Source: an optimization exercise on an open RTL-to-GDS flow (aim: small area, a short achievable clock period and few clock cycles). Production flows keep margins and buffers that such runs may drop. For this run, only the layout was checked, not whether the RTL still works. Power and IR drop assume default switching activity.

File: flow/design.v
`default_nettype none
package isa_pkg;
    localparam int xlen = 32;
    localparam int reg_idx_w = 5;
    localparam int instr_bytes = 4;
    localparam int shamt_w = 5;
endpackage
`default_nettype wire
`default_nettype none
package exu_pkg;
    localparam int dec_op_w = 4;
    typedef enum logic [0:0] {
        unit_rglr = 1'b0,
        unit_brch = 1'b1
    } exu_unit_e;
    typedef enum logic [dec_op_w-1:0] {
        rop_add   = 4'd0,
        rop_sub   = 4'd1,
        rop_and   = 4'd2,
        rop_or    = 4'd3,
        rop_xor   = 4'd4,
        rop_sll   = 4'd5,
        rop_srl   = 4'd6,
        rop_sra   = 4'd7,
        rop_slt   = 4'd8,
        rop_sltu  = 4'd9,
        rop_lui   = 4'd10,
        rop_auipc = 4'd11
    } rglr_op_e;
    typedef enum logic [2:0] {
        bop_beq  = 3'd0,
        bop_bne  = 3'd1,
        bop_blt  = 3'd2,
        bop_bge  = 3'd3,
        bop_bltu = 3'd4,
        bop_bgeu = 3'd5,
        bop_jal  = 3'd6,
        bop_jalr = 3'd7
    } brch_op_e;
    typedef enum logic [3:0] {
        alu_add   = 4'd0,
        alu_sub   = 4'd1,
        alu_and   = 4'd2,
        alu_or    = 4'd3,
        alu_xor   = 4'd4,
        alu_sll   = 4'd5,
        alu_srl   = 4'd6,
        alu_sra   = 4'd7,
        alu_slt   = 4'd8,
        alu_sltu  = 4'd9,
        alu_pass2 = 4'd10
    } alu_op_e;
endpackage
`default_nettype wire
`timescale 1ns/1ps
`default_nettype none
import isa_pkg::*;
import exu_pkg::*;
module exu_top
(
    input  wire logic                 clk,
    input  wire logic                 reset,
    input  wire logic                 dec_op_vld,
    output logic                      dec_op_rdy,
    input  wire logic                 dec_unit,
    input  wire logic [dec_op_w-1:0]  dec_op,
    input  wire logic                 dec_use_imm,
    input  wire logic [reg_idx_w-1:0] dec_rd_idx,
    input  wire logic [xlen-1:0]      dec_pc,
    input  wire logic [xlen-1:0]      dec_imm,
    input  wire logic [xlen-1:0]      rs1_rdata,
    input  wire logic [xlen-1:0]      rs2_rdata,
    output logic                      gpr_wbck_vld,
    input  wire logic                 gpr_wbck_rdy,
    output logic [reg_idx_w-1:0]      gpr_wbck_idx,
    output logic [xlen-1:0]           gpr_wbck_wdata,
    output logic                      pipe_flush_req,
    input  wire logic                 pipe_flush_ack,
    output logic [xlen-1:0]           pipe_flush_pc_op1,
    output logic [xlen-1:0]           pipe_flush_pc_op2
);
    logic               w_free;
    logic               f_free;
    logic               accept;
    logic               is_brch;
    logic               is_jump;
    logic               is_lui;
    logic               is_auipc;
    logic               is_sub;
    logic               needs_w;
    logic               sel_imm;
    logic [xlen-1:0]    a;
    logic [xlen-1:0]    y;
    logic [xlen-1:0]    xor_res;
    logic               lt_u;
    logic               lt_s;
    logic               lt;
    logic               eq;
    logic               taken;
    logic [xlen-1:0]    shf_in;
    logic [xlen-1:0]    shf_out;
    logic [xlen-1:0]    shf_res;
    logic               shf_fill;
    logic               shf_left;
    logic [shamt_w-1:0] shamt;
    logic               sel_and;
    logic               sel_or;
    logic               sel_xor;
    logic               sel_sll;
    logic               sel_shr;
    logic               sel_slt;
    logic               sel_ltu;
    logic               sel_sum;
    logic               sel_pc;
    logic               sel_a;
    logic [xlen-1:0]    add_x;
    logic [xlen-1:0]    add_y;
    logic               add_inv;
    logic [xlen-1:0]    wb_x;
    logic [xlen-1:0]    wb_y;
    logic               wb_inv;
    logic [xlen-1:0]    gen;
    logic [xlen-1:0]    prp;
    logic [xlen-1:0]    cry;
    assign w_free = !gpr_wbck_vld || gpr_wbck_rdy;
    assign f_free = !pipe_flush_req || pipe_flush_ack;
    assign dec_op_rdy = (w_free || !needs_w) && (f_free || !is_brch);
    assign accept     = dec_op_vld && dec_op_rdy;
    assign is_brch  = (dec_unit == unit_brch);
    assign is_jump  = is_brch && (dec_op[2:1] == 2'b11);
    assign is_lui   = !is_brch && (dec_op == rop_lui);
    assign is_auipc = !is_brch && (dec_op == rop_auipc);
    assign is_sub   = !is_brch && (dec_op == rop_sub);
    assign needs_w  = !is_brch || is_jump;
    assign sel_imm = !is_brch && (dec_use_imm || is_lui || is_auipc);
    assign a       = rs1_rdata;
    assign y       = sel_imm ? dec_imm : rs2_rdata;
    assign xor_res = a ^ y;
    assign eq      = (xor_res == '0);
    assign lt_u    = (a < y);
    assign lt_s    = (a[xlen-1] != y[xlen-1]) ? a[xlen-1] : lt_u;
    always_comb begin
        case (dec_op[2:1])
            2'b00:   lt = eq;
            2'b01:   lt = lt_s;
            2'b10:   lt = lt_u;
            default: lt = 1'b0;
        endcase
        taken = is_jump || (lt ^ dec_op[0]);
    end
    assign shf_left = !dec_op[1];
    assign shf_fill = dec_op[1] && dec_op[0] && a[xlen-1];
    always_comb begin
        for (int i = 0; i < xlen; i++) shf_in[i] = shf_left ? a[xlen-1-i] : a[i];
    end
    assign shamt   = dec_use_imm ? dec_imm[shamt_w-1:0] : rs2_rdata[shamt_w-1:0];
    assign shf_out = $signed({shf_fill, shf_in}) >>> shamt;
    always_comb begin
        for (int i = 0; i < xlen; i++) shf_res[i] = shf_out[xlen-1-i];
    end
    assign sel_and = !is_brch && (dec_op == rop_and);
    assign sel_or  = !is_brch && (dec_op == rop_or);
    assign sel_xor = !is_brch && (dec_op == rop_xor);
    assign sel_sll = !is_brch && (dec_op == rop_sll);
    assign sel_shr = !is_brch && (dec_op == rop_srl || dec_op == rop_sra);
    assign sel_slt = !is_brch && (dec_op == rop_slt);
    assign sel_ltu = !is_brch && (dec_op == rop_sltu);
    assign sel_sum = !(sel_and || sel_or || sel_xor || sel_sll || sel_shr || sel_slt || sel_ltu);
    assign sel_pc  = is_auipc || is_jump;
    assign sel_a   = sel_sum && !sel_pc && !is_lui;
    assign add_x = ({xlen{sel_a}}   & (a ^ {xlen{is_sub}}))
                 | ({xlen{sel_pc}}  & dec_pc)
                 | ({xlen{sel_and || sel_or}} & (a & y))
                 | ({xlen{sel_or || sel_xor}} & xor_res)
                 | ({xlen{sel_sll}} & shf_res)
                 | ({xlen{sel_shr}} & shf_out)
                 | xlen'((sel_slt && lt_s) || (sel_ltu && lt_u));
    assign add_y = is_jump ? xlen'(instr_bytes) : ({xlen{sel_sum}} & y);
    assign add_inv = is_sub;
    always_ff @(posedge clk) begin
        if (reset) begin
            gpr_wbck_vld <= 1'b0;
        end else if (w_free) begin
            gpr_wbck_vld <= accept && needs_w;
        end
    end
    always_ff @(posedge clk) begin
        if (w_free) begin
            gpr_wbck_idx <= dec_rd_idx;
            wb_x         <= add_x;
            wb_y         <= add_y;
            wb_inv       <= add_inv;
        end
    end
    always_comb begin
        logic [xlen-1:0] gg, pp;
        gen = wb_x & wb_y;
        prp = wb_x ^ wb_y;
        gg  = gen;
        pp  = prp;
        for (int l = 0; l < 5; l++) begin
            for (int i = 0; i < xlen; i++) begin
                if (((i >> l) & 1) == 1) begin
                    gg[i] = gg[i] | (pp[i] & gg[((i >> l) << l) - 1]);
                    pp[i] = pp[i] & pp[((i >> l) << l) - 1];
                end
            end
        end
        cry = {gg[xlen-2:0], 1'b0};
    end
    assign gpr_wbck_wdata = prp ^ cry ^ {xlen{wb_inv}};
    always_ff @(posedge clk) begin
        if (reset) begin
            pipe_flush_req <= 1'b0;
        end else if (f_free) begin
            pipe_flush_req <= accept && is_brch && taken;
        end
    end
    always_ff @(posedge clk) begin
        if (f_free) begin
            pipe_flush_pc_op1 <= (dec_op[0] && is_jump) ? a : dec_pc;
            pipe_flush_pc_op2 <= dec_imm;
        end
    end
endmodule
`default_nettype wire
File: flow/flow/run.sh
#!/bin/bash
# Standard ORFS layout, with the port buffers made from the smallest plain buffer.
set -euo pipefail
export BUFFER_PORTS_ARGS="-buffer_cell sky130_fd_sc_hd__buf_1"
bash standard.sh > standard_flow.log 2>&1
File: flow/standard.sh
#!/bin/bash
# synth_recipe.tcl (not shown) runs the flow's synth.tcl, then flattens the netlist and writes it again
# the make line also repeats each setting of config.mk as NAME=value (left out here)
make -C /OpenROAD-flow-scripts/flow DESIGN_CONFIG=/design/flow/config.mk WORK_HOME=/design/flow/orfs CLKGATE_MAP_FILE= SYNTH_SCRIPT=/design/flow/synth_recipe.tcl "${@:-finish}"
File: flow/config.mk
export PLATFORM = sky130hd
export DESIGN_NAME = exu_top
export DESIGN_NICKNAME = exu_top
export VERILOG_FILES = /design/flow/design.v
export SDC_FILE = /design/flow/constraint.sdc
export NUM_CORES = 4
export LEC_CHECK = 0
export CAP_MARGIN = 40
export CORE_MARGIN = 2
export CORE_UTILIZATION = 40
export CTS_BUF_LIST = sky130_fd_sc_hd__clkbuf_8
export SETUP_SLACK_MARGIN = 4.5
export SLEW_MARGIN = 40
export TNS_END_PERCENT = 0
File: flow/constraint.sdc
create_clock -name core_clock -period 9.0 [get_ports {clk}]
set_input_delay 1.8000 -clock core_clock [delete_from_list [all_inputs] [get_ports {clk}]]
set_output_delay 1.8000 -clock core_clock [all_outputs]
set_load 0.01 [all_outputs]
==> summary.md <==
| Metric | Value |
|---|---|
| Flip-flop and latch count after synthesis | 136 |
| Max-cap violations | 0 |
| Nets@finish | 1525 |
| Global route overflow | 0 |
| Share of final-layout standard cells stronger than drive strength 1 | 14.3% |
| Worst setup path class | flip-flop to output pin |
| Initial Util | 40.5% |
| Detailed Route Iter0 Violations | 1066 |
| Largest area contributor in the synthesized netlist | edfxtp_1 |
| DP Area | 12700 um^2 |
| Clock slew at the register clock pins of the worst setup and hold paths | 110 ps |
| Vias in the first global route | 9279 |
| Die boundary height | 172 um |
| Cell area after technology mapping | 11200 um^2 |
| GPL Wtd Cong | 0.994 |
| Hold Crit Depth | 2 |
| CP Capture Type | output pin |
| Synthesis-to-layout area growth | 18.4% |
| Most repeated cell in the gate-level netlist after synthesis | edfxtp_1 |
| Number of cells on the worst reg-to-reg path | 3 |
| Number of inserted filler cells in the final layout | 2642 |
| Final period demand of the worst path | 5110 ps |
| Nets in the synthesized netlist | 1295 |
| Deepest level of the CTS H-tree | 4 |
| RSZ-0062 raised after global routing | yes |
| Max incr delay on CP | 470 ps |
| First-pass GRT wire length | 57.8 mm |
| Unique cell type count in the Yosys netlist | 61 |
| Cell chain of the critical path | ha_2 > fa_2 > a211oi_4 > o211ai_1 > a21oi_2 > or2_4 > a21oi_4 > a31o_2 > or4_1 > nand3_1 > buf_2 |
| Required arrival time at the worst endpoint | 7200 ps |
| Proportion of synthesized flip-flops having asynchronous set or reset | 0% |
| CTS Sinks | 136 |
| Port Buffers | 247 |
| Final Slew Violations | 0 |
| Number of placement rows | 61 |
| Clock network latency to the later pin of the worst-skew pair | 490 ps |
| Mean instance size in the synthesized netlist | 10.7 um^2 |
| CP max stage cell | or4_1 |
| Ys flop type | edfxtp_1 |
| Final setup violating endpoints | 0 |
| Ports | 248 |
| TNS Setup | 0 ps |
| Number of antenna violations at the first check in global routing | 2 |
| Routed wire length | 39.6 mm |
| Ratio of routed vias to standard cells | 5.85 |
| Slew at the pin closest to its max-slew limit | 836 ps |
| Crit start category | flip-flop |
| Post-synth EDFFs | 134 |
| Count of antenna-violating nets left after detailed routing | 0 |
| Clock tree buffer depth | 2 |
| Via count | 9773 |
| Die width | 172 um |
| R2R Setup Slk | 7010 ps |
| GRT Resource Usage Total | 26.8% |
| Relative slew slack | 44.1% |
| Area of the die | 29400 um^2 |
| Biggest fanout along the worst timing path | 3 |
| Fin Clk Skew | 27.1 ps |
| CTS tree | yes |
| Achievable Freq | 196 MHz |
| IR drop worst, VDD | 0.0752 mV |
| CTS buffer count | 17 |
| Hold WC Path Type | flip-flop to flip-flop |
| Total leakage power | 5.19 nW |
| Detailed placer's ending HPWL | 30.7 mm |
| Root Driver | clkbuf_8 |
| Pre-antenna DRT Iters | 8 |
| Total power density per cell area | 168 nW/um^2 |
| Standard cell core area | 27700 um^2 |
| Leading cell types by total area after synthesis | edfxtp_1, ha_1, mux2i_1, mux4_2, xnor2_1 |
| Most instantiated cells after synthesis | edfxtp_1, ha_1, nor2_1, mux2i_1, a21oi_1 |
| Synthesis Warnings | 1 |
| Top cell type's share of synthesized area | 35.8% |
| Critical Path AT | 3310 ps |
| Sequential share of the synthesized area | 36.2% |
| Result of the run | complete, no violations |
| Final Cell Area | 13300 um^2 |
| Antenna fix cells | 0 |
| Wire per inst | 23.7 um |
| Maximum number of pins on one net before global-route repair | 46 |
| Final hold violations | 0 |
| Period utilization | 56.7% |
| Post-synthesis instance total | 1052 |
| DRC | 0 |
==> placed cells by master, fill, tap and decap left out, types with 4 or more instances in the layout <==
cell type / n
a21o_1: 19
a21oi_1: 63
a21oi_2: 4
a221o_1: 6
a221oi_1: 13
a222oi_1: 24
a22oi_1: 4
a31oi_1: 8
and3_1: 7
buf_1: 238
buf_2: 7
buf_4: 21
clkbuf_8: 17
clkinv_4: 4
edfxtp_1: 134
fa_1: 4
ha_1: 87
ha_4: 6
inv_1: 54
mux2_2: 36
mux2i_1: 69
mux2i_2: 13
mux4_2: 28
nand2_1: 37
nand3_1: 11
nand4_1: 4
nor2_1: 92
nor2b_1: 11
nor3_1: 11
o211ai_1: 9
o21ai_0: 65
o21bai_1: 4
o221a_2: 7
o221ai_1: 14
xnor2_1: 46
xor2_1: 46
==> worst max-delay path, delay by kind of cell (launching register included) <==
family                   cells  cell delay, ps
AND/OR/NAND/NOR              3             710
adder cells (fa/ha/maj)      2             590
AO/OA/AOI/OAI                5             900
buffers and inverters        1             130
flip-flops                   1             460
==> power breakdown <==
part	leakage, nW	internal, mW	switching [mW]
registers	1.46	0.770	0.0231
clock network	0.204	0.275	0.279
logic	3.53	0.349	0.537
==> state kept, by name, summed over array words and instances, names as in the netlist <==
| name | count |
|---|---|
| wb_y | 32 |
| pipe_flush_pc_op1 | 32 |
| wb_inv | 1 |
| gpr_wbck_vld | 1 |
| pipe_flush_req | 1 |
| wb_x | 32 |
| pipe_flush_pc_op2 | 32 |
| gpr_wbck_idx | 5 |
==> cell families after synthesis <==
kind of cell	after synthesis	synth area share, %
buf+inv	117	4.28
simple gates	194	7.83
fa+ha+maj	99	11.4
flops	136	36.2
mux	150	17.3
compound gates	263	15.8
xor+xnor	93	7.25
==> path summary, 6_finish.rpt <==
kind	endpoint	from
setup / recovery	gpr_wbck_wdata[31]	wb_x[0]
hold / removal	gpr_wbck_vld	gpr_wbck_vld
setup reg to reg	pipe_flush_pc_op2[18]	pipe_flush_req
hold reg to reg	gpr_wbck_vld	gpr_wbck_vld
==> timing repair <==
item                                    4_1_cts  5_1_grt
endpoints found under the setup margin       61       49
hold buffers                                  0        0
pin swaps                                    14        4
buffers inserted                              7        0
resized for setup                            25       11
==> metal layers <==
| layer | wire, um | global-route usage, % |
|---|---|---|
| met1 | 17600 | 38.6 |
| met2 | 17600 | 40.1 |
| met3 | 3460 | 5.80 |
| met4 | 1060 | 8.51 |
| met5 | 0 | 0 |
==> area by class of cell <==
| cell class | count | area, um^2 | area share [%] |
|---|---|---|---|
| clock buffers | 17 | 234 | 1.76 |
| clock inverters | 14 | 175 | 1.32 |
| inverters | 55 | 206 | 1.55 |
| multi-input cells | 799 | 6960 | 52.3 |
| flip-flops and latches | 136 | 4060 | 30.6 |
| well taps | 378 | 473 | 3.56 |
| repair buffers | 273 | 1180 | 8.90 |
==> metrics by stage <==
| stage | hold slack (ps) | std cells | power [mW] | util (%) | setup WS (ps) |
|---|---|---|---|---|---|
| floorplan | 795 | 1052 | 1.36 | - | 3810 |
| global placement | 885 | 1631 | 1.65 | 45.7 | 2090 |
| detailed placement | 870 | 1634 | 1.65 | 45.9 | 2230 |
| CTS | 882 | 1672 | 2.23 | 47.8 | 3740 |
| global route | 915 | 1672 | 2.35 | 48.0 | 3740 |
| finish | 891 | 1672 | 2.23 | 48.0 | 3890 |

afterwards: timing with drivers on the ports:
In the flow no input, the clock included, has a driving cell. The finished layout below was timed again as built, in two steps. Step 1, drivers: a clkbuf_16 drives clk and a buf_2 each remaining input, both assumed. Step 2 also shifts input and output timing later by t, the mid clock arrival at the registers, as if the neighbouring blocks saw the same clock. Slacks: ideal / step 1 / step 2; pairs: ideal / step 1.
t, ns: 0.528
slack for setup (ns): 3.893 / 3.844 / 3.381
worst setup path at the end: input to register
worst register clock-pin slew, ns: 0.11 / 0.11
After both steps setup and hold are still met in this run. The setup slack of this run moves by -0.049 ns with the drivers and by -0.512 ns with both steps.
